Background: an optimization exercise with open tools, aiming at small area and a short achievable clock period. Do not read the settings as production practice.
At most, simulation tests tie the RTL to the original design; equivalence was not proved.
For runs 2 to 5, only the layout was checked, not whether the RTL still works.
No activity file was given, so power comes from the tool's default toggle rates.

$ cat design/flow/design.v
module dmem_responder #(
    parameter int ADDR_W  = 6,
    parameter int LATENCY = 2
) (
    input  logic        clk,
    input  logic        rst,
    input  logic        memreq,
    input  logic        memwrite,
    input  logic [31:0] dataadr,
    input  logic [31:0] writedata,
    output logic [31:0] readdata,
    output logic        ready,
    output logic        busy,
    output logic        err
);
    localparam int NR = 16;      
    logic busy_q, s1_q, s2_q, rdy_q, err_q;
    logic [31:0] rd_q;
    logic wr_q, mis_q;
    logic [5:0] idx_q;
    logic [31:0] wd_q;
    logic accept;
    assign accept = !busy_q && memreq;
    always_ff @(posedge clk) begin
        if (rst) begin
            busy_q <= 1'b0;
            s1_q <= 1'b0;
            s2_q <= 1'b0;
            rdy_q <= 1'b0;
        end else begin
            busy_q <= accept || s1_q || s2_q;
            s1_q <= accept;
            s2_q <= s1_q;
            rdy_q <= s2_q;
        end
    end
    always_ff @(posedge clk) begin
        if (!busy_q) begin
            wr_q <= memwrite;
            mis_q <= |dataadr[1:0];
            idx_q <= dataadr[7:2];
            wd_q <= writedata;
        end
    end
    logic unused_adr;
    assign unused_adr = ^dataadr[31:8];
    logic commit;
    assign commit = rdy_q && wr_q && !mis_q && !rst;
    logic [31:0] wbuf;
    logic [5:0] widx;
    logic pend;
    logic [1:0] ph;
    logic inj;
    assign inj = pend && (2'(widx[1:0] + ph) == 2'd3);
    always_ff @(posedge clk) begin
        ph <= ph + 2'd1;
        pend <= commit || (pend && !inj);
        if (commit) begin
            wbuf <= wd_q;
            widx <= idx_q;
        end
    end
    logic [NR-1:0][31:0] p0, p1, p2, p3;
    always_ff @(posedge clk) begin
        for (int r = 0; r < NR; r++) begin
            p0[r] <= (inj && widx[5:2] == 4'(r)) ? wbuf : p3[r];
            p1[r] <= p0[r];
            p2[r] <= p1[r];
            p3[r] <= p2[r];
        end
    end
    logic [1:0] pos;
    logic even, tap;
    assign pos = 2'(idx_q[1:0] + ph);
    assign even = !pos[0];
    assign tap = pos[1];
    logic [31:0] tapv, hold_q;
    always_comb begin
        tapv = '0;
        for (int r = 0; r < NR; r++) begin
            if (idx_q[5:2] == 4'(r) && !tap) tapv = tapv | p0[r];
            if (idx_q[5:2] == 4'(r) && tap) tapv = tapv | p2[r];
        end
    end
    logic fwd;
    assign fwd = widx == idx_q;
    always_ff @(posedge clk) begin
        hold_q <= tapv;
        err_q <= !rst && s2_q && mis_q;
        if (!rst && s2_q && !mis_q)
            rd_q <= fwd ? wbuf : (even ? tapv : hold_q);
        else
            rd_q <= '0;
    end
    assign ready = rdy_q;
    assign busy = busy_q;
    assign err = err_q;
    assign readdata = rd_q;
endmodule
$ cat design/flow/run.sh
#!/bin/bash
# synth_recipe.tcl (not shown) runs the flow's synth.tcl, then flattens the netlist and writes it again
# the make line also repeats each setting of config.mk as NAME=value (left out here)
make -C /OpenROAD-flow-scripts/flow DESIGN_CONFIG=/design/flow/config.mk WORK_HOME=/design/flow/orfs CLKGATE_MAP_FILE= SYNTH_SCRIPT=/design/flow/synth_recipe.tcl finish
$ cat design/flow/config.mk
export PLATFORM = sky130hd
export DESIGN_NAME = dmem_responder
export DESIGN_NICKNAME = dmem_responder
export VERILOG_FILES = /design/flow/design.v
export SDC_FILE = /design/flow/constraint.sdc
export NUM_CORES = 4
export LEC_CHECK = 0
export CAP_MARGIN = 20
export CORE_MARGIN = 2
export CORE_UTILIZATION = 40
export SLEW_MARGIN = 20
$ cat design/flow/constraint.sdc
create_clock -name core_clock -period 5.0 [get_ports {clk}]
set_input_delay 1.0000 -clock core_clock [delete_from_list [all_inputs] [get_ports {clk}]]
set_output_delay 1.0000 -clock core_clock [all_outputs]
set_load 0.01 [all_outputs]
==> impl_metrics.csv, run 1 <==
group,metric,value,unit
outcome,status,"no timing/DRC/antenna violations",
detailed_routing,drt_wl_total,163000,microns
sta,fin_ws,1.24,ns
finish,area_growth,16.8,%
global_routing,grt_pass1_vias,34100,
power_and_ir_drop,clkPwrFrac,45.8,%
detailed_routing,vias,33500,
run,maxCapViolCount,0,
floorplan,core_area,0.152,sq mm
sta,period_needed,3.76,ns
min_path,min_path_cells,0,
clocking,path_clk_slew,0.07,ns
detailed_routing,first_iter_violations,2304,
sta,hold_viol,0,
detailed_routing,wl_per_cell,24.8,microns
synth,yosysTopAreaCellShare,69.4,%
detailed_routing,first_pass_iters,6,
detailed_routing,route.detailed.drc,0,
sta,fin_skew,0.0365,ns
floorplan,die-area,0.156,sq mm
finish,final_nets,4425,
setup_path,end_kind,"flip-flop",
min_path,hp-start,"p1[219]",
clocking,cts.sinks,2198,
sta,slew_viol_final,0,
floorplan,die_y,395,microns
sta,tightest_slew,1.19,ns
synth,ys.flop_type,"dfxtp_1",
setup_path,cp.required,5.73,ns
setup_path,cp_data_arrival_time,4.49,ns
place,place_ws,1.01,ns
synth,synthTopCellsByArea,"dfxtp_1, mux2_2, edfxtp_1",
place,port_buffers,78,
clocking,post-cts-setup-buffer-count,0,
clocking,htreeDepth,4,
power_and_ir_drop,ir_worst_vdd,356,uV
finish,drive_gt1_share,23.6,%
setup_path,cp_slowest_stage_delay,0.91,ns
power_and_ir_drop,internal_power,27100,uW
synth,synth_seq_area_share,73.3,%
power_and_ir_drop,leakage,0.0280,uW
place,place_area,0.0644,sq mm
power_and_ir_drop,power.density,484,mW/mm^2
global_routing,antenna_found_initial,5,
synth,syn_nets,4311,
synth,yosys.area.top_type,"dfxtp_1",
power_and_ir_drop,p_switching,7440,uW
synth,ys_warn_count,1,
finish,postLayoutCellArea,0.0714,sq mm
synth,synth_area_per_cell,14.4,sq um
floorplan,die_w,395,microns
synth,synthMostInstantiatedCell,"dfxtp_1",
power_and_ir_drop,report.power.total,34500,uW
power_and_ir_drop,sw_frac_of_total,21.5,%
detailed_routing,ant_nets,0,
clocking,clockBufferDepth,3,
setup_path,r2r-start,"idx_q[5]",
setup_path,crit_chain,"buf_4, nor2b_4, buf_4, a221oi_1, o2bb2ai_1, and4b_1, o211ai_1",
min_path,min_path_type,"flip-flop to flip-flop",
finish,fin_util,47.0,%
synth,synth_cell_type_count,85,
synth,ys_seq_elements,2198,
setup_path,crit_path_start,"idx_q[5]",
sta,setup_tns,0,ns
setup_path,critical_path_class,"flip-flop to flip-flop",
finish,antenna_cells,0,
clocking,clk_latency,0.83,ns
detailed_routing,vias_per_cell,5.11,
clocking,cts_tree,"built",
clocking,cts_resized,0,
sta,relSlewSlack,20.1,%
setup_path,path_max_fanout,30,
power_and_ir_drop,p_comb_share,2.8,%
synth,synthTopCellsByCount,"dfxtp_1, mux2_2, nand2_1, clkbuf_1, mux2i_1",
setup_path,slowest_stage,"nor2b_4",
setup_path,crit_path_start_kind,"flip-flop",
power_and_ir_drop,seqPwrFrac,51.4,%
floorplan,initial_core_util,40.2,%
global_routing,grt_max_degree,54,
global_routing,grt_pass1_wl,236000,microns
clocking,root_buffer,"clkbuf_16",
setup_path,ff2ff_path_depth,7,
floorplan,rows,143,
sta,finalSetupViolations,0,
synth,synth_area,0.0611,sq mm
sta,rsz0062_at_grt,"no",
synth,synth_cells,4241,
global_routing,grt_overflow_total,0,
sta,fmaxAchievable,0.266,GHz
clocking,ctsHoldBuffers,0,
setup_path,path_common_cell,"buf_4",
global_routing,track_usage,20.5,%
place,finalWeightedCongestion,0.805,
sta,fin_crit_sh,75.2,%
place,dp_hpwl,92700,microns
floorplan,pin_count,103,
clocking,cts-buffers-inserted,203,
synth,synth-edff-count,78,
synth,synthArstFlopShare,0,%
==> through the flow <==
step | hold WS (ns) | cells
detailed placement | 0.312 | 6180
finish | 0.304 | 6556
CTS | 0.302 | 6556
global placement | 0.310 | 6180
floorplan | 0.310 | 4241
global route | 0.300 | 6556
==> layout make-up <==
class                      count  area, sq um
fill                       13200        80500
sequential                  2198        44800
multi-input combinational   1775        15400
clock buffer                 313         6260
tap                         2030         2540
timing repair buffer         169         1650
clock inverter                63          724
inverter                       8         31.3
==> worst max-delay path: cells and delay by family (launching register included) <==
kind	cells	cell delay, ns
simple gates	2	1.15
buf+inv	2	1.10
compound gates	3	0.54
flops	1	0.83
==> cell families (layout without fill, tap and decap cells) <==
group / Yosys count / count (layout) / synth area share (%)
flops: 2198 / 2198 / 73.3
mux: 681 / 681 / 12.8
compound gates: 585 / 585 / 7.28
simple gates: 497 / 497 / 4.38
buf+inv: 268 / 553 / 1.99
xor+xnor: 10 / 10 / 0.217
fa+ha+maj: 2 / 2 / 0.0409
==> layer usage <==
layer / global-route usage [%] / share of wire (%) / wire length, microns / up-vias
met4: 6.10 / 2.4 / 3850 / 2
met1: 28.8 / 47 / 76100 / 17000
met5: 0 / 0.0080 / 13 / -
li1: - / - / - / 15300
met2: 32.5 / 45 / 73800 / 965
met3: 3.47 / 5.5 / 9010 / 256
==> registers in the layout (all words and copies together), names as in the netlist, 2 cells and up <==
name	count
p2	512
idx_q	6
p1	512
widx	6
ph	2
p3	512
wbuf	32
p0	512
rd_q	32
wd_q	32
hold_q	32
==> path summary, 6_finish.rpt <==
| path | to | slack, ns |
|---|---|---|
| setup reg to reg | rd_q[18] | 1.24 |
| setup / recovery | rd_q[18] | 1.24 |
| hold reg to reg | p2[219] | 0.30 |
| hold / removal | p2[219] | 0.30 |
==> layout by cell type (no fill, tap or decap), types with 7 or more instances in the layout <==
cell	netlist	layout
a21o_1	45	45
a21oi_1	82	82
a221o_1	23	23
a221oi_1	81	81
a222oi_1	27	27
a22o_1	56	56
a22oi_1	59	59
a31oi_1	12	12
and3_1	41	40
and4b_1	22	22
buf_12	0	15
buf_4	21	76
bufinv_16	0	9
clkbuf_1	157	43
clkbuf_16	0	212
clkbuf_8	0	58
clkdlybuf4s50_1	0	78
clkinv_2	0	31
dfxtp_1	2120	2120
edfxtp_1	78	78
mux2_2	548	548
mux2i_1	101	101
mux4_2	25	25
nand2_1	181	177
nand2b_1	33	32
nand3_1	62	60
nand3b_1	12	12
nand4_1	7	7
nor2_1	46	34
nor2_4	0	15
nor2b_1	14	9
nor3_1	17	12
nor3b_1	14	12
o211ai_1	46	46
o21ai_0	40	40
o22ai_1	26	26
o2bb2ai_1	38	38
==> power by group through the flow <==
stage	Combinational, uW	Sequential, uW	Clock (uW)
after CTS	977	17700	16000
after detailed placement	975	18100	0
after global routing	1020	17700	16800
after global placement	971	18100	0
final	983	17700	15800
after floorplan	521	18100	0
==> run 2: changes to the inputs <==
--- a/design/flow/design.v
+++ b/design/flow/design.v
@@ -36,2 +36,4 @@
     end
+    logic [5:0] idx_n;
+    assign idx_n = busy_q ? idx_q : dataadr[7:2];
     always_ff @(posedge clk) begin
@@ -40,5 +42,5 @@
             mis_q <= |dataadr[1:0];
-            idx_q <= dataadr[7:2];
             wd_q <= writedata;
         end
+        idx_q <= idx_n;
     end
@@ -46,2 +48,5 @@
     assign unused_adr = ^dataadr[31:8];
+    logic [1:0] ph, ph_n;
+    assign ph_n = ph + 2'd1;
+    always_ff @(posedge clk) ph <= ph_n;
     logic commit;
@@ -51,12 +56,15 @@
     logic pend;
-    logic [1:0] ph;
+    logic [NR-1:0] inj_q;        
     logic inj;
-    assign inj = pend && (2'(widx[1:0] + ph) == 2'd3);
+    assign inj = |inj_q;
+    logic pend_n;
+    logic [5:0] widx_n;
+    assign pend_n = commit || (pend && !inj);
+    assign widx_n = commit ? idx_q : widx;
     always_ff @(posedge clk) begin
-        ph <= ph + 2'd1;
-        pend <= commit || (pend && !inj);
-        if (commit) begin
-            wbuf <= wd_q;
-            widx <= idx_q;
-        end
+        pend <= pend_n;
+        if (commit) wbuf <= wd_q;
+        widx <= widx_n;
+        for (int r = 0; r < NR; r++)
+            inj_q[r] <= pend_n && widx_n[5:2] == 4'(r) && 2'(widx_n[1:0] + ph_n) == 2'd3;
     end
@@ -65,3 +73,3 @@
         for (int r = 0; r < NR; r++) begin
-            p0[r] <= (inj && widx[5:2] == 4'(r)) ? wbuf : p3[r];
+            p0[r] <= inj_q[r] ? wbuf : p3[r];
             p1[r] <= p0[r];
@@ -71,7 +79,14 @@
     end
-    logic [1:0] pos;
-    logic even, tap;
-    assign pos = 2'(idx_q[1:0] + ph);
-    assign even = !pos[0];
-    assign tap = pos[1];
+    logic [1:0] pos_n;
+    assign pos_n = 2'(idx_n[1:0] + ph_n);
+    logic [2*NR-1:0] sel_q;
+    logic even_q, fwd_q;
+    always_ff @(posedge clk) begin
+        for (int r = 0; r < NR; r++) begin
+            sel_q[2*r] <= idx_n[5:2] == 4'(r) && pos_n == 2'd0;
+            sel_q[2*r+1] <= idx_n[5:2] == 4'(r) && pos_n == 2'd2;
+        end
+        even_q <= !pos_n[0];
+        fwd_q <= widx_n == idx_n;
+    end
     logic [31:0] tapv, hold_q;
@@ -79,9 +94,5 @@
         tapv = '0;
-        for (int r = 0; r < NR; r++) begin
-            if (idx_q[5:2] == 4'(r) && !tap) tapv = tapv | p0[r];
-            if (idx_q[5:2] == 4'(r) && tap) tapv = tapv | p2[r];
-        end
+        for (int r = 0; r < NR; r++)
+            tapv = tapv | ({32{sel_q[2*r]}} & p0[r]) | ({32{sel_q[2*r+1]}} & p2[r]);
     end
-    logic fwd;
-    assign fwd = widx == idx_q;
     always_ff @(posedge clk) begin
@@ -90,3 +101,3 @@
         if (!rst && s2_q && !mis_q)
-            rd_q <= fwd ? wbuf : (even ? tapv : hold_q);
+            rd_q <= fwd_q ? wbuf : (even_q ? tapv : hold_q);
         else
--- a/design/flow/config.mk
+++ b/design/flow/config.mk
@@ -10,2 +10,5 @@
 export CORE_UTILIZATION = 40
+export CTS_CLUSTER_DIAMETER = 60
+export CTS_CLUSTER_SIZE = 30
+export SETUP_SLACK_MARGIN = 2.6
 export SLEW_MARGIN = 20
==> run 2 against run 1 <==
First-iteration DRC count grew 4.5%. Via count shrank 11%. Clock skew grew 0.0062 ns. Wire length shrank 3.7%. Worst setup slack gained 1.4 ns. Register-to-register slack gained 1.4 ns. Critical path depth shrank 1. Critical path type unchanged. Largest cell class unchanged.
==> impl_metrics.csv, run 2 <==
group,metric,value,unit
detailed_routing,vias_per_cell,5.06,
floorplan,initial_core_util,40.3,%
clocking,path_clk_slew,0.09,ns
setup_path,r2r-start,"sel_q[27]",
setup_path,critical_path_class,"flip-flop to flip-flop",
finish,antenna_cells,0,
global_routing,track_usage,20.6,%
finish,layout_common_cells,"dfxtp_1, mux2_2, a22oi_1",
sta,finalSetupViolations,0,
synth,synth_area,0.0587,sq mm
detailed_routing,wl_per_cell,26.6,microns
clocking,htreeDepth,4,
run,maxCapViolCount,0,
synth,yosysTopAreaCellShare,74.4,%
global_routing,antenna_found_initial,0,
synth,synth_area_per_cell,15.3,sq um
clocking,root_buffer,"clkbuf_16",
synth,synthMostInstantiatedCell,"dfxtp_1",
finish,final_cells,5901,
min_path,min_path_cells,0,
setup_path,rrSetupSlack,2.63,ns
sta,period_needed,2.37,ns
synth,synthArstFlopShare,0,%
sta,fmaxAchievable,0.422,GHz
finish,final_common_cell,"dfxtp_1",
setup_path,cp_slowest_stage_delay,0.58,ns
setup_path,cp_data_arrival_time,3.05,ns
floorplan,core_area,0.146,sq mm
min_path,whs_endpoint,"p2[298]",
power_and_ir_drop,leakage,0.0256,uW
detailed_routing,route.detailed.drc,0,
finish,area_growth,13.1,%
sta,fin_skew,0.0427,ns
synth,ys_seq_elements,2248,
finish,drive_gt1_share,23.6,%
synth,ys_warn_count,1,
finish,final_nets,3953,
power_and_ir_drop,power.density,464,mW/mm^2
global_routing,grt_pass1_wl,222000,microns
min_path,hp-start,"p1[298]",
min_path,min_path_type,"flip-flop to flip-flop",
setup_path,timing.rr.end,"rd_q[8]",
clocking,cts_tree,"built",
setup_path,crit_chain,"buf_12, a22oi_1, nand4_1, or4_4, mux2_2, a22o_1",
sta,slew_viol_final,0,
synth,synth_cell_type_count,32,
floorplan,die_w,387,microns
place,post-place-cells,5661,
detailed_routing,first_iter_violations,2408,
detailed_routing,ant_nets,0,
setup_path,cp.required,5.68,ns
clocking,cts.sinks,2248,
global_routing,grt_overflow_total,0,
detailed_routing,drt_wl_total,157000,microns
synth,synth_seq_area_share,77.8,%
place,finalWeightedCongestion,0.747,
clocking,clk_latency,0.79,ns
power_and_ir_drop,ir_worst_vdd,274,uV
synth,syn_nets,3903,
floorplan,pin_count,103,
setup_path,crit_path_start_kind,"flip-flop",
clocking,clockBufferDepth,3,
place,dp_hpwl,74700,microns
setup_path,ff2ff_path_depth,6,
floorplan,rows,140,
sta,relSlewSlack,27.5,%
clocking,ctsHoldBuffers,0,
setup_path,path_max_fanout,21,
sta,setup_tns,0,ns
setup_path,end_kind,"flip-flop",
synth,synth-edff-count,66,
sta,hold_viol,0,
global_routing,grt_pass1_vias,30500,
synth,synth_cells,3833,
sta,holdWs,0.319,ns
detailed_routing,vias,29900,
floorplan,die-area,0.150,sq mm
synth,yosys.area.top_type,"dfxtp_1",
global_routing,grt_max_degree,34,
setup_path,slowest_stage,"or4_4",
outcome,status,"no timing/DRC/antenna violations",
synth,synthTopCellsByCount,"dfxtp_1, mux2_2, a22oi_1, clkbuf_1, nand4_1",
synth,ys.flop_type,"dfxtp_1",
sta,fin_crit_sh,47.4,%
floorplan,die_y,387,microns
clocking,cts-buffers-inserted,130,
detailed_routing,first_pass_iters,5,
synth,synthTopCellsByArea,"dfxtp_1, mux2_2, a22oi_1",
place,port_buffers,78,
sta,tightest_slew,1.09,ns
sta,rsz0062_at_grt,"yes",
run 2: cell count changes in the layout (fill, tap and decap cells not counted), moves of 40 or more:
cell	before	now
nand4_1	7	133
o211ai_1	46	0
nand2_1	177	9
nand3_1	60	13
and3_1	40	0
o21ai_0	40	0
a22oi_1	59	511
buf_4	76	12
clkbuf_16	212	135
a21o_1	45	0
clkbuf_8	58	9
a221oi_1	81	0
mux2i_1	101	9
a21oi_1	82	1
run 2: how the worst max path moves through the flow:
stage / startpoint / end / slack (ns) / cells past startpoint
finish: sel_q[27] / rd_q[8] / 2.63 / 6
global route: mis_q / inj_q[9] / 2.52 / 8
CTS: busy_q / busy / 2.55 / 1
detailed placement: rst / inj_q[1] / 1.28 / 7
global placement: rst / inj_q[12] / 1.29 / 8
floorplan: rst / inj_q[0] / 2.07 / 8
run 2: worst max-delay path: cells and delay by family (launching register included):
family	cells	cell delay, ns
compound gates	2	0.46
buf+inv	1	0.30
flops	1	0.51
mux	1	0.28
simple gates	2	0.70
run 2: where the power goes:
part | internal, uW | switching (uW)
combinational | 90.2 | 211
sequential | 18000 | 76.4
clock | 5980 | 6430
total | 24100 | 6720
run 2: timing repair:
| item | 4_1_cts | 5_1_grt |
|---|---|---|
| resized for setup | 148 | 26 |
| endpoints found under the hold margin | 0 | 0 |
| buffers inserted | 3 | 4 |
| pin swaps | 3 | 3 |
| setup endpoints to repair | 103 | 38 |
run 2: kinds of logic (layout without fill, tap and decap cells):
group                      Yosys count  in the layout  share of synthesized area, %
xor gates and xnor gates            10             10                         0.173
buffers and inverters              218            369                          1.63
muxes                              556            556                          10.6
DFF                               2248           2248                          77.8
AOI/OAI and AO/OA                  546            546                          7.04
adders and majority gates            2              2                        0.0426
and+or+nand+nor                    253            253                          2.70
run 2: layout make-up:
class | count | area (sq um)
Inverter | 13 | 48.8
Sequential cell | 2248 | 45800
Timing Repair Buffer | 123 | 1250
Tap cell | 1917 | 2400
Clock inverter | 83 | 1220
Clock buffer | 150 | 3520
Multi-Input combinational cell | 1367 | 12100
Fill cell | 12800 | 79300
run 2: layer usage:
| layer | global-route usage [%] | up-vias | wire (microns) |
|---|---|---|---|
| li1 | - | 13700 | - |
| met5 | 0 | - | 0 |
| met4 | 5.69 | 0 | 3430 |
| met2 | 35.3 | 666 | 76200 |
| met3 | 2.37 | 179 | 6200 |
| met1 | 27.5 | 15300 | 70900 |
run 2: per-stage QoR:
step / worst slack [ns] / cell area [sq um] / utilization, % / total power (uW)
after floorplan: 2.07 / 58800 / - / 18600
after global placement: 1.29 / 61400 / 42.1 / 18800
after detailed placement: 1.28 / 61400 / 42.1 / 18800
after CTS: 2.55 / 66300 / 45.5 / 31000
after global routing: 2.52 / 66400 / 45.6 / 31700
final: 2.63 / 66400 / 45.6 / 30800
==> run 3: changes to the inputs <==
--- a/design/flow/config.mk
+++ b/design/flow/config.mk
@@ -10,4 +10,2 @@
 export CORE_UTILIZATION = 40
-export CTS_CLUSTER_DIAMETER = 60
-export CTS_CLUSTER_SIZE = 30
 export SETUP_SLACK_MARGIN = 2.6
==> run 3 against run 2 <==
Worst setup slack got worse by 0.039 ns. Clock power increased by about 30%. Sequential cell count unchanged. Sequential power about the same. Die area unchanged. Sequential share of layout area decreased by 2.3 points. Register-to-register slack got worse by 0.02 ns. Cell count increased by 2.5%. Cell area increased by 3.5%. Largest power group unchanged. Clock skew decreased by 0.020 ns. Maximum frequency decreased by 1.6%. Total power increased by 12%.
==> impl_metrics.csv, run 3 <==
group,metric,value,unit
floorplan,die_w,387,microns
power_and_ir_drop,clkPwrFrac,46.6,%
sta,setup_tns,0,ns
synth,synth_area,0.0587,sq mm
setup_path,r2r-start,"sel_q[1]",
sta,hold_viol,0,
detailed_routing,route.detailed.drc,0,
sta,fin_skew,0.0231,ns
floorplan,rows,140,
sta,fin_crit_sh,48.2,%
outcome,status,"no timing/DRC/antenna violations",
setup_path,rrSetupSlack,2.61,ns
power_and_ir_drop,sw_frac_of_total,20.0,%
floorplan,core_area,0.146,sq mm
power_and_ir_drop,p_comb_share,0.9,%
floorplan,pin_count,103,
min_path,min_path_type,"flip-flop to flip-flop",
finish,drive_gt1_share,25.6,%
clocking,cts.sinks,2248,
synth,synthMostInstantiatedCell,"dfxtp_1",
setup_path,slowest_stage,"mux2_4",
setup_path,critical_path_class,"input pin to flip-flop",
global_routing,grt_max_degree,34,
sta,holdWs,0.312,ns
sta,relSlewSlack,26.1,%
global_routing,grt_pass1_wl,224000,microns
power_and_ir_drop,seqPwrFrac,52.5,%
synth,synth_area_per_cell,15.3,sq um
global_routing,grt_overflow_total,0,
setup_path,cp_data_arrival_time,3.14,ns
setup_path,end_kind,"flip-flop",
synth,syn_nets,3903,
floorplan,die-area,0.150,sq mm
synth,synthTopCellsByArea,"dfxtp_1, mux2_2, a22oi_1",
synth,synth_seq_area_share,77.8,%
min_path,hp-start,"p1[236]",
sta,finalSetupViolations,0,
setup_path,crit_path_start_kind,"input pin",
clocking,cts-buffers-inserted,205,
setup_path,cp.buffers_inverters,2,
detailed_routing,wl_met3,8890,microns
sta,rsz0062_at_grt,"yes",
clocking,cts_tree,"built",
floorplan,initial_core_util,40.3,%
power_and_ir_drop,power.density,503,mW/mm^2
power_and_ir_drop,ir_worst_vdd,305,uV
clocking,clockBufferDepth,3,
detailed_routing,first_iter_violations,2325,
clocking,root_buffer,"clkbuf_16",
finish,area_growth,17.0,%
synth,ys_seq_elements,2248,
place,post-place-cells,5661,
detailed_routing,ant_nets,0,
synth,synthTopCellsByCount,"dfxtp_1, mux2_2, a22oi_1, clkbuf_1, nand4_1",
detailed_routing,vias_per_cell,5.05,
synth,synth_cells,3833,
power_and_ir_drop,leakage,0.0268,uW
finish,final_common_cell,"dfxtp_1",
power_and_ir_drop,p_switching,6910,uW
sta,fmaxAchievable,0.415,GHz
global_routing,track_usage,20.9,%
detailed_routing,wl_per_cell,26.3,microns
global_routing,antenna_found_initial,2,
global_routing,grt_pass1_vias,31500,
setup_path,cp_slowest_stage_delay,0.33,ns
detailed_routing,top_layer_used,"met4",
finish,final_nets,4027,
setup_path,crit_path_start,"rst",
finish,final_cells,6047,
place,finalWeightedCongestion,0.747,
setup_path,crit_chain,"dlygate4sd2_1, nor4bb_4, buf_6, mux2_4, ha_4, xor2_1, xnor2_2, nand4_1, nor2_1",
setup_path,crit_family,"simple AND/OR/NAND/NOR gates",
finish,layout_common_cells,"dfxtp_1, mux2_2, a22oi_1",
detailed_routing,wl_met2,77000,microns
floorplan,die_y,387,microns
synth,yosysTopAreaCellShare,74.4,%
clocking,clk_latency,0.81,ns
synth,synth-edff-count,66,
synth,ys.flop_type,"dfxtp_1",
synth,yosys.area.top_type,"dfxtp_1",
synth,ys_warn_count,1,
sta,period_needed,2.41,ns
detailed_routing,vias,30500,
setup_path,path_max_fanout,5,
setup_path,cp.required,5.73,ns
clocking,htreeDepth,4,
synth,synthArstFlopShare,0,%
synth,synth_cell_type_count,32,
detailed_routing,wl_met1,69100,microns
power_and_ir_drop,internal_power,27600,uW
run,maxCapViolCount,0,
place,port_buffers,78,
detailed_routing,drt_wl_total,159000,microns
sta,slew_viol_final,0,
place,dp_hpwl,74700,microns
sta,tightest_slew,1.11,ns
detailed_routing,first_pass_iters,5,
clocking,path_clk_slew,0.06,ns
-- run 3: cell types whose count changed in the layout (fill, tap and decap cells not counted), sizes merged, moves of 3 or more --
cell / change
buf: +4
clkinvlp: -6
inv: -24
clkdlybuf4s15: -4
clkinv: +5
bufinv: +3
clkbuf: +168
-- run 3: worst register-to-register path: cells and delay by family, from the launching register on --
kind | cells | cell delay, ns
AND/OR/NAND/NOR | 2 | 0.72
buffers and inverters | 1 | 0.29
multiplexers | 1 | 0.28
flip-flops | 1 | 0.49
AO/OA/AOI/OAI | 2 | 0.49
-- run 3: repair_timing --
action	CTS	global route
gates cloned	0	0
pin swaps	3	8
gates resized for setup	159	23
setup endpoints to repair	107	33
hold buffers	0	0
buffers inserted	2	4
-- run 3: cell families (layout without fill, tap and decap cells) --
| family | after synthesis | in the layout | synth area share [%] |
|---|---|---|---|
| other | 0 | 1 | 0 |
| adders and majority gates | 2 | 2 | 0.0426 |
| muxes | 556 | 556 | 10.6 |
| xor gates and xnor gates | 10 | 10 | 0.173 |
| and+or+nand+nor | 253 | 253 | 2.70 |
| DFF | 2248 | 2248 | 77.8 |
| buffers and inverters | 218 | 514 | 1.63 |
| AOI/OAI and AO/OA | 546 | 546 | 7.04 |
-- run 3: path summary, 6_finish.rpt --
kind,to,depth (start not counted)
worst max register to register,rd_q[24],6
worst max-delay path,inj_q[11],9
worst min-delay path,p2[236],0
worst min register to register,p2[236],0
-- run 3: stage by stage --
stage	cell area, sq um	total power, uW	util [%]	setup slack (ns)
finish	68700	34500	47.1	2.59
global route	68700	35500	47.1	2.47
CTS	68600	34800	47.1	2.52
detailed placement	61400	18800	42.1	1.28
global placement	61400	18800	42.1	1.29
floorplan	58800	18600	-	2.07
-- run 3: area by class of cell --
cell class | count | area, sq um
inverters | 13 | 48.8
clock buffers | 318 | 6380
flip-flops and latches | 2248 | 45800
clock inverters | 61 | 716
multi-input cells | 1367 | 12100
fillers | 12600 | 77000
repair buffers | 122 | 1190
diodes | 1 | 2.50
well taps | 1917 | 2400
-- run 3: power by group through the flow --
| stage | Combinational (uW) | Clock [uW] | Sequential [uW] |
|---|---|---|---|
| 6_report | 299 | 16100 | 18100 |
| 5_1_grt | 310 | 17100 | 18100 |
| 4_1_cts | 295 | 16300 | 18100 |
| 3_5_place_dp | 287 | 0 | 18500 |
| 3_3_place_gp | 288 | 0 | 18500 |
| 2_1_floorplan | 140 | 0 | 18500 |
-- run 3: per-layer routing --
| metal | vias to the layer above | track usage [%] |
|---|---|---|
| met3 | 252 | 3.49 |
| li1 | 13900 | - |
| met5 | - | 0 |
| met2 | 927 | 35.5 |
| met1 | 15400 | 27.1 |
| met4 | 0 | 6.74 |
==> run 4: changes to the inputs <==
--- a/design/flow/config.mk
+++ b/design/flow/config.mk
@@ -10,3 +10,5 @@
 export CORE_UTILIZATION = 40
-export SETUP_SLACK_MARGIN = 2.6
+export CTS_CLUSTER_DIAMETER = 60
+export CTS_CLUSTER_SIZE = 30
+export SETUP_SLACK_MARGIN = 2.9
 export SLEW_MARGIN = 20
==> run 4 against run 3 <==
Still clean. Utilization up 0.62 points. Cell area rose by 1.3%. Worst setup slack improved by 0.052 ns. Critical path type is now flip-flop to flip-flop. Largest cell class unchanged.
==> impl_metrics.csv, run 4 <==
group,metric,value,unit
setup_path,cp.required,5.69,ns
finish,antenna_cells,0,
place,port_buffers,78,
detailed_routing,vias,31300,
synth,yosysTopAreaCellShare,74.4,%
finish,final_common_cell,"dfxtp_1",
global_routing,grt_max_degree,34,
synth,ys.flop_type,"dfxtp_1",
power_and_ir_drop,ir_worst_vdd,239,uV
detailed_routing,vias_per_cell,5.23,
floorplan,core_area,0.146,sq mm
detailed_routing,wl_per_cell,29.7,microns
global_routing,grt_pass1_wl,244000,microns
power_and_ir_drop,power.density,447,mW/mm^2
outcome,status,"no timing/DRC/antenna violations",
floorplan,die-area,0.150,sq mm
sta,hold_viol,0,
sta,setup_tns,0,ns
setup_path,crit_path_start_kind,"flip-flop",
detailed_routing,first_pass_iters,5,
sta,fmaxAchievable,0.424,GHz
setup_path,crit_family,"simple AND/OR/NAND/NOR gates",
synth,synth_area_per_cell,15.3,sq um
finish,drive_gt1_share,31.5,%
synth,synthMuxAreaShare,10.6,%
setup_path,path_max_fanout,4,
synth,synthArstFlopShare,0,%
finish,multi_input_area,0.0134,sq mm
global_routing,grt_overflow_total,0,
global_routing,grt_pass1_vias,31500,
floorplan,die_w,387,microns
detailed_routing,top_layer_used,"met5",
synth,ys_seq_elements,2248,
finish,final_nets,4026,
synth,synth_xor_area_share,0.173,%
clocking,clockBufferDepth,3,
finish,n_fill_cell,12400,
clocking,cts_tree,"built",
synth,ys_warn_count,1,
setup_path,cp.buffers_inverters,1,
clocking,cts.sinks,2248,
clocking,ctsHoldBuffers,0,
floorplan,rows,140,
global_routing,antenna_found_initial,4,
place,place_area,0.0615,sq mm
synth,synthTopCellsByCount,"dfxtp_1, mux2_2, a22oi_1, clkbuf_1, nand4_1",
synth,synth_cells,3833,
min_path,min_path_type,"flip-flop to flip-flop",
sta,finalSetupViolations,0,
run,maxCapViolCount,0,
sta,fin_crit_sh,47.1,%
power_and_ir_drop,leakage,0.0265,uW
synth,synthMostInstantiatedCell,"dfxtp_1",
clocking,path_clk_slew,0.11,ns
sta,relSlewSlack,19.2,%
detailed_routing,wl_met2,83300,microns
detailed_routing,route.detailed.drc,0,
setup_path,cp_data_arrival_time,3.05,ns
synth,yosys.area_share.simple,2.70,%
sta,period_needed,2.36,ns
clocking,clk_latency,0.78,ns
finish,postLayoutCellArea,0.0696,sq mm
synth,synth_top_family_by_area,"multiplexers",
clocking,htreeDepth,4,
synth,synthTopCellsByArea,"dfxtp_1, mux2_2, a22oi_1",
setup_path,cp_slowest_stage_delay,0.44,ns
setup_path,end_kind,"flip-flop",
synth,synth-edff-count,66,
setup_path,critical_path_class,"flip-flop to flip-flop",
floorplan,initial_core_util,40.3,%
finish,ff_latch_area,0.0459,sq mm
clocking,cts-buffers-inserted,133,
synth,yosys.area.top_type,"dfxtp_1",
sta,fin_skew,0.0378,ns
detailed_routing,wl_met1,78800,microns
synth,synth_compound_area_share,7.04,%
floorplan,pin_count,103,
synth,synth_area,0.0587,sq mm
sta,slew_viol_final,0,
setup_path,slowest_stage,"edfxtp_1",
place,dp_hpwl,74300,microns
sta,tightest_slew,1.21,ns
detailed_routing,ant_nets,0,
finish,layout_common_cells,"dfxtp_1, mux2_2, a22oi_1",
global_routing,track_usage,23.1,%
sta,rsz0062_at_grt,"yes",
place,finalWeightedCongestion,0.734,
synth,syn_nets,3903,
floorplan,die_y,387,microns
setup_path,crit_chain,"nor4bb_4, buf_6, mux2_4, ha_4, xor2_1, xnor2_2, nand4_1, nor3_1",
synth,synth_cell_type_count,32,
detailed_routing,first_iter_violations,2871,
synth,synth_seq_area_share,77.8,%
finish,area_growth,18.5,%
clocking,root_buffer,"clkbuf_16",
synth,synth_fa_ha_area_share,0.0426,%
detailed_routing,drt_wl_total,177000,microns
detailed_routing,wl_met3,9130,microns
run 4: cell counts after synthesis:
No cell type changed its count.
run 4: worst paths after layout:
kind | startpoint | to | slack, ns | cells after the start
setup / recovery | mis_q | inj_q[1] | 2.64 | 8
hold / removal | p1[325] | p2[325] | 0.31 | 0
setup reg to reg | mis_q | inj_q[1] | 2.64 | 8
hold reg to reg | p1[325] | p2[325] | 0.31 | 0
run 4: cell type report:
class,count,share of cell area [%]
Multi-Input combinational cell,1367,19.2
Inverter,13,0.0701
Sequential cell,2248,65.9
Clock inverter,89,1.69
Clock buffer,151,5.21
Tap cell,1917,3.45
Timing Repair Buffer,193,4.47
run 4: timing repair:
action | in CTS | in global routing
setup endpoints to repair | 153 | 107
pin swaps | 67 | 59
resized for setup | 509 | 96
buffers inserted | 38 | 3
cloned | 32 | 4
run 4: metrics by stage:
stage                     hold slack [ns]  cells  total power (uW)  utilization (%)  worst slack [ns]
after floorplan                     0.310   3833             18600                -              2.08
after global placement              0.310   5661             18800             42.2              1.35
after detailed placement            0.312   5661             18800             42.2              1.29
after CTS                           0.319   5971             31200             47.4              2.64
after global routing                0.319   5978             31900             47.8              2.53
final                               0.314   5978             31100             47.8              2.64
run 4: routing by layer:
metal | vias up | track usage, %
li1 | 13900 | -
met1 | 16200 | 30.9
met2 | 924 | 38.3
met3 | 291 | 3.43
met4 | 2 | 7.65
met5 | - | 0
run 4: cell families after synthesis:
logic type | Yosys count
flops | 2248
mux | 556
compound gates | 546
simple gates | 253
buf+inv | 218
xor+xnor | 10
fa+ha+maj | 2
run 4: report_power, final:
part           internal, uW  total [uW]  switching, uW
registers             18000       18100           82.6
clock network          5990       12600           6560
logic                   161         444            284
==> run 5: changes to the inputs <==
--- a/design/flow/config.mk
+++ b/design/flow/config.mk
@@ -12,3 +12,3 @@
 export CTS_CLUSTER_SIZE = 30
-export SETUP_SLACK_MARGIN = 2.9
+export SETUP_SLACK_MARGIN = 3.2
 export SLEW_MARGIN = 20
==> run 5 against run 4 <==
Largest cell class unchanged. Critical endpoint is now readdata[12]. Sequential cell count unchanged. Largest power group unchanged. Synthesized cell count unchanged. Cell count up 0.43%. Highest routed layer unchanged.
==> impl_metrics.csv, run 5 <==
group,metric,value,unit
power_and_ir_drop,clkPwrFrac,38.8,%
setup_path,end_kind,"output pin",
detailed_routing,ant_nets,0,
synth,ys_warn_count,1,
outcome,status,"no timing/DRC/antenna violations",
sta,rsz0062_at_grt,"yes",
place,finalWeightedCongestion,0.754,
min_path,hp-start,"p1[219]",
clocking,cts-buffers-inserted,118,
synth,yosysTopAreaCellShare,74.4,%
synth,synthTopCellsByArea,"dfxtp_1, mux2_2, a22oi_1",
setup_path,crit_family,"flip-flops",
sta,hold_viol,0,
detailed_routing,vias,31200,
floorplan,pin_count,103,
clocking,cts.sinks,2248,
finish,layout_common_cells,"dfxtp_1, mux2_2, a22oi_1",
detailed_routing,first_iter_violations,2441,
setup_path,cp_data_arrival_time,1.30,ns
sta,tightest_slew,1.15,ns
global_routing,antenna_found_initial,3,
synth,synth-edff-count,66,
clocking,path_clk_slew,0.10,ns
sta,fmaxAchievable,0.435,GHz
global_routing,grt_max_degree,34,
detailed_routing,route.detailed.drc,0,
synth,ys.flop_type,"dfxtp_1",
global_routing,track_usage,22.6,%
clocking,htreeDepth,3,
detailed_routing,vias_per_cell,5.19,
sta,period_needed,2.30,ns
detailed_routing,wl_per_cell,28.8,microns
clocking,clk_latency,0.77,ns
sta,slew_viol_final,0,
setup_path,ff2ff_path_depth,9,
min_path,min_path_type,"flip-flop to flip-flop",
setup_path,path_max_fanout,1,
floorplan,die_w,387,microns
finish,drive_gt1_share,31.8,%
synth,synth_seq_area_share,77.8,%
setup_path,crit_path_start,"rd_q[12]",
power_and_ir_drop,internal_power,23500,uW
detailed_routing,drt_wl_total,173000,microns
synth,synthMostInstantiatedCell,"dfxtp_1",
global_routing,grt_pass1_wl,240000,microns
power_and_ir_drop,seqPwrFrac,59.7,%
finish,final_cells,6004,
setup_path,r2r-start,"mis_q",
synth,synthArstFlopShare,0,%
floorplan,die_y,387,microns
power_and_ir_drop,p_comb_share,1.5,%
detailed_routing,first_pass_iters,5,
setup_path,path_depth,1,
place,port_buffers,78,
global_routing,grt_overflow_total,0,
sta,finalSetupViolations,0,
sta,fin_skew,0.0302,ns
floorplan,initial_core_util,40.3,%
power_and_ir_drop,leakage,0.0266,uW
clocking,clockBufferDepth,3,
floorplan,rows,140,
synth,synthTopCellsByCount,"dfxtp_1, mux2_2, a22oi_1, clkbuf_1, nand4_1",
setup_path,cp.required,4.00,ns
sta,setup_tns,0,ns
finish,area_growth,18.8,%
floorplan,core_area,0.146,sq mm
sta,holdWs,0.315,ns
place,dp_hpwl,78500,microns
power_and_ir_drop,ir_worst_vdd,365,uV
setup_path,crit_chain,"buf_6",
floorplan,die-area,0.150,sq mm
synth,synth_cell_type_count,32,
setup_path,slowest_stage,"dfxtp_4",
clocking,root_buffer,"clkbuf_16",
synth,synth_area,0.0587,sq mm
setup_path,cp.buffers_inverters,1,
run,maxCapViolCount,0,
finish,final_nets,4055,
setup_path,cp_slowest_stage_delay,0.42,ns
synth,ys_seq_elements,2248,
finish,n_fill_cell,12500,
min_path,min_path_cells,0,
sta,fin_crit_sh,46.0,%
finish,final_common_cell,"dfxtp_1",
synth,synth_cells,3833,
global_routing,grt_pass1_vias,31400,
place,post-place-cells,5658,
power_and_ir_drop,sw_frac_of_total,22.6,%
clocking,cts_tree,"built",
setup_path,crit_path_start_kind,"flip-flop",
synth,synth_area_per_cell,15.3,sq um
power_and_ir_drop,power.density,435,mW/mm^2
power_and_ir_drop,report.power.total,30400,uW
power_and_ir_drop,p_switching,6850,uW
sta,relSlewSlack,23.3,%
synth,yosys.area.top_type,"dfxtp_1",
setup_path,critical_path_class,"flip-flop to output pin",
synth,syn_nets,3903,
## run 5: cell counts after synthesis
No cell type changed its count.
## run 5: worst paths after layout
path                                      to  slack, ns
worst max-delay path            readdata[12]       2.70
worst max register to register      inj_q[3]       2.72
worst min-delay path                 p2[219]       0.32
worst min register to register       p2[219]       0.32
## run 5: what timing repair did
| action | CTS | global route |
|---|---|---|
| resized for setup | 560 | 86 |
| endpoints found under the setup margin | 221 | 165 |
| cloned | 35 | 2 |
| hold buffers | 0 | 0 |
| setup buffers | 81 | 6 |
| hold endpoints to repair | 0 | 0 |
| pin swaps | 93 | 59 |
## run 5: per-layer routing
| metal | vias up | wire (microns) | GRT usage [%] |
|---|---|---|---|
| li1 | 14000 | - | - |
| met1 | 16000 | 77300 | 30.7 |
| met2 | 907 | 80900 | 36.7 |
| met3 | 262 | 9470 | 4.08 |
| met4 | 2 | 4980 | 6.66 |
| met5 | - | 9 | 0 |
## run 5: final cells by class
class                      count  area (sq um)  area share (%)
multi-input combinational   1367         13400            19.3
tap                         1917          2400            3.44
inverter                      13          53.8          0.0771
antenna                        1          2.50         0.00359
clock inverter                94          1290            1.85
clock buffer                 127          3060            4.39
timing repair buffer         237          3610            5.18
sequential                  2248         45900            65.8
## run 5: cells by family after synthesis
| logic type | after synthesis | synth area share [%] |
|---|---|---|
| multiplexers | 556 | 10.6 |
| XOR/XNOR | 10 | 0.173 |
| AND/OR/NAND/NOR | 253 | 2.70 |
| buffers and inverters | 218 | 1.63 |
| adder cells (fa/ha/maj) | 2 | 0.0426 |
| AO/OA/AOI/OAI | 546 | 7.04 |
| flip-flops | 2248 | 77.8 |
## run 5: power by group through the flow
stage | registers (uW) | logic (uW) | clock network [uW]
floorplan | 18500 | 163 | 0
global placement | 18600 | 273 | 0
detailed placement | 18600 | 273 | 0
CTS | 18100 | 449 | 11900
global route | 18100 | 478 | 12600
finish | 18100 | 468 | 11800
## run 5: stage by stage
step	setup slack (ns)	area (sq um)	util, %
2_1_floorplan	2.08	59300	-
3_3_place_gp	1.18	61600	42.3
3_5_place_dp	1.17	61600	42.3
4_1_cts	2.67	69200	47.5
5_1_grt	2.58	69700	47.9
6_report	2.70	69700	47.9
==> run 6: changes to the inputs <==
--- a/design/flow/design.v
+++ b/design/flow/design.v
@@ -55,10 +55,12 @@
     logic [5:0] widx;
+    logic [1:0] wpos, ipos_q;
     logic pend;
-    logic [NR-1:0] inj_q;        
-    logic inj;
-    assign inj = |inj_q;
-    logic pend_n;
+    logic inj_q;                 
+    logic [NR-1:0] rinj_q;       
+    logic [NR-1:0] keep_q;       
+    logic pend_n, inj_n;
     logic [5:0] widx_n;
-    assign pend_n = commit || (pend && !inj);
+    assign pend_n = commit || (pend && !inj_q);
     assign widx_n = commit ? idx_q : widx;
+    assign inj_n = pend_n && (commit ? ipos_q : wpos) == 2'd2;
     always_ff @(posedge clk) begin
@@ -67,4 +69,8 @@
         widx <= widx_n;
-        for (int r = 0; r < NR; r++)
-            inj_q[r] <= pend_n && widx_n[5:2] == 4'(r) && 2'(widx_n[1:0] + ph_n) == 2'd3;
+        wpos <= 2'((commit ? ipos_q : wpos) + 2'd1);
+        inj_q <= inj_n;
+        for (int r = 0; r < NR; r++) begin
+            rinj_q[r] <= inj_n && widx_n[5:2] == 4'(r);
+            keep_q[r] <= !(inj_n && widx_n[5:2] == 4'(r));
+        end
     end
@@ -73,3 +79,3 @@
         for (int r = 0; r < NR; r++) begin
-            p0[r] <= inj_q[r] ? wbuf : p3[r];
+            p0[r] <= ({32{rinj_q[r]}} & wbuf) | ({32{keep_q[r]}} & p3[r]);
             p1[r] <= p0[r];
@@ -81,11 +87,9 @@
     assign pos_n = 2'(idx_n[1:0] + ph_n);
-    logic [2*NR-1:0] sel_q;
-    logic even_q, fwd_q;
+    logic [2*NR-1:0] seln_q;     
     always_ff @(posedge clk) begin
+        ipos_q <= pos_n;
         for (int r = 0; r < NR; r++) begin
-            sel_q[2*r] <= idx_n[5:2] == 4'(r) && pos_n == 2'd0;
-            sel_q[2*r+1] <= idx_n[5:2] == 4'(r) && pos_n == 2'd2;
+            seln_q[2*r] <= !(idx_n[5:2] == 4'(r) && pos_n == 2'd0);
+            seln_q[2*r+1] <= !(idx_n[5:2] == 4'(r) && pos_n == 2'd2);
         end
-        even_q <= !pos_n[0];
-        fwd_q <= widx_n == idx_n;
     end
@@ -93,13 +97,19 @@
     always_comb begin
-        tapv = '0;
+        tapv = '1;
         for (int r = 0; r < NR; r++)
-            tapv = tapv | ({32{sel_q[2*r]}} & p0[r]) | ({32{sel_q[2*r+1]}} & p2[r]);
+            tapv = tapv & ({32{seln_q[2*r]}} | p0[r]) & ({32{seln_q[2*r+1]}} | p2[r]);
     end
+    logic use_w_q, use_t_q, use_h_q;
+    logic fwd;
+    assign fwd = widx == idx_q;
     always_ff @(posedge clk) begin
+        use_w_q <= !rst && s1_q && !mis_q && fwd;
+        use_t_q <= !rst && s1_q && !mis_q && !fwd && ipos_q[0];
+        use_h_q <= !rst && s1_q && !mis_q && !fwd && !ipos_q[0];
         hold_q <= tapv;
         err_q <= !rst && s2_q && mis_q;
-        if (!rst && s2_q && !mis_q)
-            rd_q <= fwd_q ? wbuf : (even_q ? tapv : hold_q);
+        if (rst)
+            rd_q <= '0;
         else
-            rd_q <= '0;
+            rd_q <= ({32{use_w_q}} & wbuf) | ({32{use_t_q}} & tapv) | ({32{use_h_q}} & hold_q);
     end
--- a/design/flow/config.mk
+++ b/design/flow/config.mk
@@ -12,3 +12,3 @@
 export CTS_CLUSTER_SIZE = 30
-export SETUP_SLACK_MARGIN = 3.2
+export SETUP_SLACK_MARGIN = 2.8
 export SLEW_MARGIN = 20
==> run 6 against run 5 <==
First-iteration DRC count increased by 63%. Hold slack got worse by 0.0086 ns. Critical path depth unchanged. Still clean on timing, DRC and antenna. Global-route usage increased by 1.6 points. Utilization decreased by 2.0 points. Maximum frequency decreased by 0.76%. Die area decreased by 1.7%. Combinational power increased by 43%. Synthesized cell count increased by 7.0%.
==> impl_metrics.csv, run 6 <==
group,metric,value,unit
clocking,cts_tree,"built",
detailed_routing,wl_met3,15400,microns
sta,period_needed,2.32,ns
clocking,clk_latency,0.78,ns
synth,synth_seq_area_share,79.9,%
synth,yosys.area.top_type,"dfxtp_1",
finish,final_common_cell,"dfxtp_1",
min_path,min_path_type,"flip-flop to flip-flop",
setup_path,cp_data_arrival_time,1.32,ns
sta,fin_crit_sh,46.3,%
synth,synth-edff-count,68,
detailed_routing,top_layer_used,"met4",
synth,synth_area_per_cell,14.1,sq um
setup_path,slowest_stage,"dfxtp_4",
power_and_ir_drop,leakage,0.0257,uW
place,finalWeightedCongestion,0.781,
synth,synth_area,0.0577,sq mm
detailed_routing,drt_wl_total,184000,microns
sta,finalSetupViolations,0,
setup_path,crit_path_start_kind,"flip-flop",
sta,fmaxAchievable,0.432,GHz
finish,area_growth,14.0,%
detailed_routing,first_pass_iters,6,
finish,drive_gt1_share,11.7,%
synth,yosysTopAreaCellShare,76.4,%
place,dp_hpwl,92600,microns
synth,synthTopCellsByCount,"dfxtp_1, a22o_1, o22ai_1, clkbuf_1, nor2_1",
outcome,status,"no timing/DRC/antenna violations",
detailed_routing,vias,34000,
place,port_buffers,78,
global_routing,grt_overflow_total,0,
synth,synth_cells,4100,
finish,antenna_cells,0,
detailed_routing,ant_nets,0,
global_routing,grt_max_degree,38,
clocking,clockBufferDepth,3,
detailed_routing,wl_met2,82200,microns
finish,final_nets,4205,
run,maxCapViolCount,0,
floorplan,pin_count,103,
place,place_ws,1.44,ns
sta,slew_viol_final,0,
sta,fin_skew,0.0342,ns
sta,rsz0062_at_grt,"yes",
floorplan,core_area,0.143,sq mm
setup_path,end_kind,"output pin",
setup_path,ff2ff_path_depth,5,
setup_path,cp.required,4.00,ns
synth,ys.flop_type,"dfxtp_1",
place,post-place-cells,5879,
synth,synthMostInstantiatedCell,"dfxtp_1",
sta,setup_tns,0,ns
floorplan,die_y,384,microns
min_path,min_path_cells,0,
setup_path,cp_slowest_stage_delay,0.41,ns
power_and_ir_drop,power.density,484,mW/mm^2
setup_path,path_max_fanout,1,
floorplan,rows,139,
clocking,cts-buffers-inserted,131,
clocking,htreeDepth,4,
sta,fin_ws,2.68,ns
synth,ys_seq_elements,2270,
global_routing,grt_pass1_wl,249000,microns
sta,relSlewSlack,37.2,%
detailed_routing,first_iter_violations,3969,
clocking,path_clk_slew,0.11,ns
global_routing,antenna_found_initial,6,
sta,tightest_slew,0.941,ns
finish,final_cells,6143,
detailed_routing,wl_per_cell,29.9,microns
setup_path,timing.rr.end,"rd_q[14]",
power_and_ir_drop,ir_worst_vdd,374,uV
setup_path,crit_chain,"buf_6",
finish,fin_util,45.8,%
synth,syn_nets,4170,
min_path,whs_endpoint,"p2[245]",
floorplan,die_w,384,microns
detailed_routing,wl_met1,77900,microns
setup_path,critical_path_class,"flip-flop to output pin",
synth,synth_cell_type_count,46,
floorplan,initial_core_util,40.2,%
sta,hold_viol,0,
global_routing,track_usage,24.1,%
detailed_routing,vias_per_cell,5.53,
clocking,ctsHoldBuffers,0,
setup_path,r2r-start,"seln_q[12]",
floorplan,die-area,0.147,sq mm
detailed_routing,route.detailed.drc,0,
setup_path,crit_family,"flip-flops",
global_routing,grt_pass1_vias,32500,
min_path,hp-start,"p1[245]",
clocking,cts.sinks,2270,
clocking,root_buffer,"clkbuf_16",
synth,synthTopCellsByArea,"dfxtp_1, a22o_1, o22ai_1",
setup_path,cp.buffers_inverters,1,
finish,layout_common_cells,"dfxtp_1, o22ai_1, a22o_1",
sta,holdWs,0.307,ns
synth,ys_warn_count,1,
setup_path,rrSetupSlack,2.81,ns
synth,synthArstFlopShare,0,%
==> run 6: cell count changes in the layout (fill, tap and decap cells not counted), sizes merged, moves of 59 or more <==
cell | previous run | this run
mux2 | 547 | 3
nor4 | 2 | 65
o22ai | 0 | 512
nand4 | 133 | 26
nand2 | 9 | 79
a22o | 32 | 512
buf | 193 | 134
nor2 | 49 | 187
a22oi | 512 | 32
==> run 6: repair_timing <==
item                       CTS  global route
resized for setup          260            10
setup endpoints to repair  165            54
cloned                       0             1
pin swaps                    1             2
buffers inserted            11            14
==> run 6: worst max-delay path by stage <==
stage	start	endpoint	slack (ns)	cells past startpoint
after floorplan	rst	keep_q[10]	2.42	9
final	rd_q[31]	readdata[31]	2.68	1
after CTS	rd_q[31]	readdata[31]	2.63	1
after global placement	rst	keep_q[6]	1.46	8
after global routing	rd_q[31]	readdata[31]	2.62	1
after detailed placement	rst	keep_q[10]	1.44	8
==> run 6: cells by family (layout without fill, tap and decap cells) <==
group / count (synthesis) / in the layout / synth area share, %
AOI/OAI and AO/OA: 1107 / 1107 / 14.4
xor gates and xnor gates: 8 / 8 / 0.145
adders and majority gates: 2 / 2 / 0.0434
buffers and inverters: 286 / 426 / 1.90
DFF: 2270 / 2270 / 79.9
muxes: 9 / 9 / 0.169
and+or+nand+nor: 418 / 418 / 3.37
==> run 6: where the power goes <==
group	switching [uW]	internal [uW]	leakage, uW
Combinational	405	263	0.00494
Sequential	260	18500	0.0184
Clock	6510	5860	0.00228
==> run 6: cell type report <==
| cell class | instances | area (sq um) |
|---|---|---|
| fillers | 12600 | 77700 |
| flip-flops and latches | 2270 | 46400 |
| multi-input cells | 1544 | 10500 |
| clock buffers | 153 | 3620 |
| well taps | 1903 | 2380 |
| repair buffers | 176 | 1750 |
| clock inverters | 85 | 1050 |
| inverters | 11 | 53.8 |
| repair inverters | 1 | 8.76 |
==> run 6: layer usage <==
metal	vias to the layer above	global-route usage [%]
li1	14900	-
met5	-	0
met3	405	5.14
met2	1680	37.9
met4	0	9.62
met1	17000	32.4
==> run 6: through the flow <==
stage / cell area (sq um) / power, uW
floorplan: 57800 / 19500
finish: 65800 / 31800
detailed placement: 60500 / 19900
CTS: 65600 / 31900
global route: 65800 / 32700
global placement: 60500 / 19800
==> run 7: changes to the inputs <==
--- a/design/flow/config.mk
+++ b/design/flow/config.mk
@@ -10,4 +10,5 @@
 export CORE_UTILIZATION = 40
+export CTS_BUF_LIST = sky130_fd_sc_hd__clkbuf_8 sky130_fd_sc_hd__clkbuf_16
 export CTS_CLUSTER_DIAMETER = 60
-export CTS_CLUSTER_SIZE = 30
+export CTS_CLUSTER_SIZE = 20
 export SETUP_SLACK_MARGIN = 2.8
==> run 7 against run 6 <==
Still clean on timing, DRC and antenna. First-iteration DRC count shrank 8.1%. Sequential share of layout area grew 0.54 points. Sequential power is essentially flat. Maximum frequency shrank 0.64%. Critical endpoint unchanged. Largest cell class unchanged. Largest power group unchanged.
==> impl_metrics.csv, run 7 <==
group,metric,value,unit
outcome,status,"no timing/DRC/antenna violations",
clocking,path_clk_slew,0.08,ns
synth,synth_seq_area_share,79.9,%
min_path,min_path_type,"flip-flop to flip-flop",
place,dp_hpwl,92600,microns
finish,layout_common_cells,"dfxtp_1, o22ai_1, a22o_1",
global_routing,grt_max_degree,38,
setup_path,critical_path_class,"flip-flop to output pin",
place,finalWeightedCongestion,0.781,
clocking,root_buffer,"clkbuf_16",
power_and_ir_drop,ir_worst_vdd,380,uV
synth,synthMostInstantiatedCell,"dfxtp_1",
detailed_routing,wl_per_cell,30.1,microns
finish,drive_gt1_share,10.5,%
detailed_routing,ant_nets,0,
clocking,clk_latency,0.79,ns
sta,fin_crit_sh,46.6,%
run,maxCapViolCount,0,
sta,slew_viol_final,0,
setup_path,crit_path_start_kind,"flip-flop",
synth,synthTopCellsByCount,"dfxtp_1, a22o_1, o22ai_1, clkbuf_1, nor2_1",
sta,finalSetupViolations,0,
floorplan,die_w,384,microns
clocking,clockBufferDepth,3,
detailed_routing,route.detailed.drc,0,
detailed_routing,first_iter_violations,3649,
sta,hold_viol,0,
place,post-place-cells,5879,
power_and_ir_drop,leakage,0.0255,uW
finish,final_cells,6105,
finish,final_common_cell,"dfxtp_1",
setup_path,end_kind,"output pin",
clocking,ctsHoldBuffers,0,
floorplan,die-area,0.147,sq mm
setup_path,path_max_fanout,1,
global_routing,grt_pass1_vias,32600,
setup_path,cp.buffers_inverters,1,
synth,synth_area,0.0577,sq mm
sta,period_needed,2.33,ns
synth,synth_cells,4100,
clocking,cts_tree,"built",
synth,ys_warn_count,1,
detailed_routing,drt_wl_total,184000,microns
global_routing,track_usage,24.1,%
synth,syn_nets,4170,
clocking,cts-buffers-inserted,142,
finish,postLayoutCellArea,0.0653,sq mm
finish,final_nets,4215,
floorplan,core_area,0.143,sq mm
synth,yosysTopAreaCellShare,76.4,%
global_routing,grt_pass1_wl,249000,microns
synth,synthTopCellsByArea,"dfxtp_1, a22o_1, o22ai_1",
synth,ys.flop_type,"dfxtp_1",
synth,ys_seq_elements,2270,
clocking,htreeDepth,4,
floorplan,rows,139,
setup_path,path_depth,1,
sta,tightest_slew,0.979,ns
sta,rsz0062_at_grt,"yes",
synth,synth_area_per_cell,14.1,sq um
sta,relSlewSlack,34.7,%
setup_path,cp_data_arrival_time,1.33,ns
setup_path,crit_family,"flip-flops",
sta,setup_tns,0,ns
power_and_ir_drop,power.density,475,mW/mm^2
setup_path,slowest_stage,"dfxtp_4",
floorplan,pin_count,103,
detailed_routing,first_pass_iters,6,
clocking,cts.sinks,2270,
min_path,whs_endpoint,"p2[478]",
setup_path,cp.required,4.00,ns
floorplan,initial_core_util,40.2,%
setup_path,crit_chain,"buf_6",
sta,holdWs,0.313,ns
synth,synthArstFlopShare,0,%
sta,fin_skew,0.0321,ns
place,place_area,0.0605,sq mm
setup_path,timing.rr.end,"rd_q[6]",
place,port_buffers,78,
synth,yosys.area.top_type,"dfxtp_1",
sta,fmaxAchievable,0.429,GHz
detailed_routing,vias_per_cell,5.56,
finish,area_growth,13.1,%
finish,fin_util,45.5,%
setup_path,rrSetupSlack,2.78,ns
setup_path,r2r-start,"seln_q[31]",
synth,synth-edff-count,68,
floorplan,die_y,384,microns
detailed_routing,vias,34000,
setup_path,ff2ff_path_depth,5,
setup_path,cp_slowest_stage_delay,0.42,ns
min_path,min_path_cells,0,
min_path,hp-start,"p1[478]",
synth,synth_cell_type_count,46,
global_routing,grt_overflow_total,0,
global_routing,antenna_found_initial,5,
## run 7: cell count changes in the layout (fill, tap and decap cells not counted), sizes merged
| cell | before | now |
|---|---|---|
| buf | 134 | 133 |
| clkinvlp | 8 | 2 |
| diode | 0 | 1 |
| clkbuf | 153 | 151 |
| bufinv | 6 | 0 |
| clkinv | 23 | 14 |
| inv | 60 | 45 |
## run 7: final cells by class
type	instances	area, sq um
Clock buffer	151	3740
Tap cell	1903	2380
Fill cell	12700	78200
Multi-Input combinational cell	1544	10500
Clock inverter	49	407
Timing Repair Buffer	175	1770
Sequential cell	2270	46400
Antenna cell	1	2.50
Inverter	11	53.8
Timing Repair inverter	1	8.76
## run 7: what timing repair did
item	4_1_cts	5_1_grt
pin swaps	1	2
setup buffers	11	13
gates cloned	0	1
setup endpoints to repair	166	56
gates resized for setup	261	7
## run 7: worst max-delay path by stage
stage,start,to,slack [ns]
after floorplan,rst,keep_q[10],2.42
after global placement,rst,keep_q[6],1.46
after detailed placement,rst,keep_q[10],1.44
after CTS,rd_q[31],readdata[31],2.63
after global routing,rd_q[31],readdata[31],2.62
final,rd_q[31],readdata[31],2.67
## run 7: cell families (layout without fill, tap and decap cells)
kind of cell             after synthesis  in the layout  synth area share, %
other                                  0              1                    0
adder cells (fa/ha/maj)                2              2               0.0434
flip-flops                          2270           2270                 79.9
buffers and inverters                286            387                 1.90
AO/OA/AOI/OAI                       1107           1107                 14.4
multiplexers                           9              9                0.169
XOR/XNOR                               8              8                0.145
AND/OR/NAND/NOR                      418            418                 3.37
## run 7: routing by layer
layer / track usage (%) / part of all wire [%] / up-vias / wire length [microns]
met5: 0 / 0.014 / - / 26
met4: 10.1 / 4.4 / 4 / 8140
met3: 5.05 / 8.6 / 389 / 15800
met2: 37.8 / 45 / 1597 / 82700
met1: 32.4 / 42 / 17200 / 77200
li1: - / - / 14800 / -
## run 7: worst reg2reg max path, delay by kind of cell (launching register included)
family | cells | cell delay, ns
flops | 1 | 0.72
buf+inv | 1 | 0.47
simple gates | 2 | 0.47
compound gates | 2 | 0.44
## run 7: report_power, final
| part | leakage [uW] | internal (uW) | switching, uW |
|---|---|---|---|
| Combinational | 0.00495 | 278 | 408 |
| Sequential | 0.0184 | 18500 | 263 |
| Clock | 0.00211 | 5470 | 6050 |
## run 7: per-stage QoR
stage / power (uW) / setup slack [ns]
final: 31000 / 2.67
after global routing: 31900 / 2.62
after CTS: 31100 / 2.63
after detailed placement: 19900 / 1.44
after global placement: 19800 / 1.46
after floorplan: 19500 / 2.42
==> run 8: changes to the inputs <==
--- a/design/flow/config.mk
+++ b/design/flow/config.mk
@@ -9,3 +9,3 @@
 export CORE_MARGIN = 2
-export CORE_UTILIZATION = 40
+export CORE_UTILIZATION = 65
 export CTS_BUF_LIST = sky130_fd_sc_hd__clkbuf_8 sky130_fd_sc_hd__clkbuf_16
@@ -13,2 +13,3 @@
 export CTS_CLUSTER_SIZE = 20
+export PLACE_DENSITY = 0.75
 export SETUP_SLACK_MARGIN = 2.8
==> run 8 against run 7 <==
Still clean on timing, DRC and antenna. Die area decreased by 38%. Clock power decreased by 6%. Synthesized area unchanged. Synthesized cell count unchanged. Sequential power about the same. Sequential cell count unchanged. Total power decreased by 2.2%. Register-to-register slack got worse by 0.04 ns. First-iteration DRC count increased by 24%. Critical endpoint is now readdata[27]. Largest cell class unchanged.
==> impl_metrics.csv, run 8 <==
group,metric,value,unit
synth,synth_seq_area_share,79.9,%
sta,fmaxAchievable,0.440,GHz
sta,finalSetupViolations,0,
global_routing,antenna_found_initial,3,
finish,drive_gt1_share,9.87,%
clocking,htreeDepth,4,
sta,fin_crit_sh,45.5,%
detailed_routing,wl_met2,75900,microns
setup_path,crit_chain,"buf_6",
detailed_routing,wl_per_cell,33.0,microns
setup_path,r2r-start,"seln_q[3]",
synth,yosysTopAreaCellShare,76.4,%
clocking,path_clk_slew,0.08,ns
detailed_routing,first_pass_iters,6,
global_routing,track_usage,37.7,%
synth,ys_seq_elements,2270,
setup_path,path_max_fanout,1,
synth,synth-edff-count,68,
finish,final_cells,5355,
sta,relSlewSlack,27.0,%
run,maxCapViolCount,0,
place,port_buffers,78,
finish,multi_input_area,0.0105,sq mm
finish,ff_latch_area,0.0463,sq mm
min_path,hp-start,"p1[271]",
setup_path,cp_slowest_stage_delay,0.40,ns
synth,synth_top_family_by_area,"compound AO/OA/AOI/OAI gates",
synth,synth_fa_ha_area_share,0.0434,%
sta,holdWs,0.310,ns
synth,synth_area,0.0577,sq mm
sta,tightest_slew,1.09,ns
sta,fin_skew,0.0416,ns
place,dp_hpwl,90500,microns
global_routing,grt_pass1_wl,240000,microns
synth,synth_cell_type_count,46,
detailed_routing,first_iter_violations,4517,
power_and_ir_drop,leakage,0.0253,uW
finish,final_nets,4203,
detailed_routing,ant_nets,0,
finish,area_growth,10.7,%
finish,n_fill_cell,5614,
setup_path,slowest_stage,"dfxtp_4",
finish,layout_common_cells,"dfxtp_1, o22ai_1, a22o_1",
synth,synth_cells,4100,
floorplan,core_area,0.0882,sq mm
sta,period_needed,2.27,ns
synth,synthArstFlopShare,0,%
clocking,ctsHoldBuffers,0,
sta,hold_viol,0,
synth,synthMuxAreaShare,0.169,%
min_path,whs_endpoint,"p2[271]",
setup_path,cp.required,4.00,ns
sta,fin_ws,2.73,ns
sta,setup_tns,0,ns
detailed_routing,top_layer_used,"met4",
detailed_routing,wl_met3,21800,microns
synth,synth_xor_area_share,0.145,%
setup_path,cp.buffers_inverters,1,
setup_path,rrSetupSlack,2.74,ns
place,finalWeightedCongestion,0.833,
clocking,cts-buffers-inserted,133,
synth,ys_warn_count,1,
synth,synth_area_per_cell,14.1,sq um
setup_path,cp_data_arrival_time,1.27,ns
synth,synthTopCellsByCount,"dfxtp_1, a22o_1, o22ai_1, clkbuf_1, nor2_1",
floorplan,pin_count,103,
power_and_ir_drop,ir_worst_vdd,436,uV
detailed_routing,route.detailed.drc,0,
synth,yosys.area.top_type,"dfxtp_1",
synth,syn_nets,4170,
sta,rsz0062_at_grt,"yes",
setup_path,crit_path_start_kind,"flip-flop",
setup_path,critical_path_class,"flip-flop to output pin",
synth,synth_compound_area_share,14.4,%
synth,synthTopCellsByArea,"dfxtp_1, a22o_1, o22ai_1",
detailed_routing,wl_met1,66800,microns
power_and_ir_drop,report.power.total,30300,uW
floorplan,rows,109,
global_routing,grt_overflow_total,0,
floorplan,die-area,0.0912,sq mm
synth,ys.flop_type,"dfxtp_1",
finish,final_common_cell,"dfxtp_1",
clocking,cts.sinks,2270,
setup_path,end_kind,"output pin",
setup_path,timing.rr.end,"rd_q[20]",
floorplan,die_y,302,microns
place,post-place-cells,5138,
setup_path,crit_family,"flip-flops",
detailed_routing,vias,35400,
detailed_routing,drt_wl_total,177000,microns
floorplan,die_w,302,microns
clocking,clockBufferDepth,3,
synth,synthMostInstantiatedCell,"dfxtp_1",
min_path,min_path_cells,0,
floorplan,initial_core_util,65.4,%
detailed_routing,vias_per_cell,6.62,
global_routing,grt_max_degree,38,
sta,slew_viol_final,0,
global_routing,grt_pass1_vias,34000,
clocking,clk_latency,0.77,ns
clocking,cts_tree,"built",
synth,yosys.area_share.simple,3.37,%
place,place_ws,1.38,ns
power_and_ir_drop,power.density,474,mW/mm^2
setup_path,ff2ff_path_depth,5,
clocking,root_buffer,"clkbuf_16",
outcome,status,"no timing/DRC/antenna violations",
min_path,min_path_type,"flip-flop to flip-flop",
run 8: cell types whose count changed in the layout (fill, tap and decap cells not counted), sizes merged:
cell    before  now
bufinv       0    1
buf        133  130
inv         45   49
clkbuf     151  140
clkinv      14    8
diode        1    4
run 8: per-layer routing:
layer  global-route usage [%]  vias up
met5                        0        -
met4                     22.4        0
met3                     8.85      657
met2                     56.1     2595
met1                     50.7    17400
li1                         -    14800
run 8: layout make-up:
cell class,count,share of cell area [%]
flip-flops and latches,2270,72.5
multi-input cells,1544,16.5
clock buffers,140,5.47
repair buffers,172,2.65
well taps,1165,2.28
clock inverters,48,0.482
inverters,11,0.0901
diodes,4,0.0157
repair inverters,1,0.0137
run 8: worst max-delay path by stage:
stage,startpoint,endpoint,slack (ns),cells after the start
finish,rd_q[27],readdata[27],2.73,1
detailed placement,rst,rinj_q[2],1.38,7
global route,rd_q[27],readdata[27],2.72,1
CTS,rd_q[31],readdata[31],2.73,1
floorplan,rst,keep_q[10],2.42,9
global placement,rst,rinj_q[0],1.42,7
run 8: cells by family after synthesis:
family,count (synthesis)
multiplexers,9
AO/OA/AOI/OAI,1107
AND/OR/NAND/NOR,418
adder cells (fa/ha/maj),2
XOR/XNOR,8
flip-flops,2270
buffers and inverters,286
run 8: through the flow:
step | util (%) | cell area (sq um)
3_5_place_dp | 67.5 | 59500
6_report | 72.4 | 63900
2_1_floorplan | - | 57800
5_1_grt | 72.4 | 63900
4_1_cts | 72.2 | 63700
3_3_place_gp | 67.5 | 59500
run 8: repair_timing:
item                       4_1_cts  5_1_grt
setup buffers                   15        9
setup endpoints to repair      153       64
resized for setup              240       15
cloned                           1        0
pin swaps                        1        1
run 8: where the power goes:
| part | internal [uW] | total (uW) | switching [uW] |
|---|---|---|---|
| clock network | 5100 | 10800 | 5730 |
| registers | 18500 | 18800 | 255 |
| logic | 266 | 686 | 420 |

Re-timed with assumed drivers on the ports (clkbuf_16 on the clock, buf_2 on other inputs), run 8 has 2.653 ns of setup slack against 2.727 ns with ideal ports, and 1.965 ns once port delays also move by the mid clock arrival of 0.824 ns.
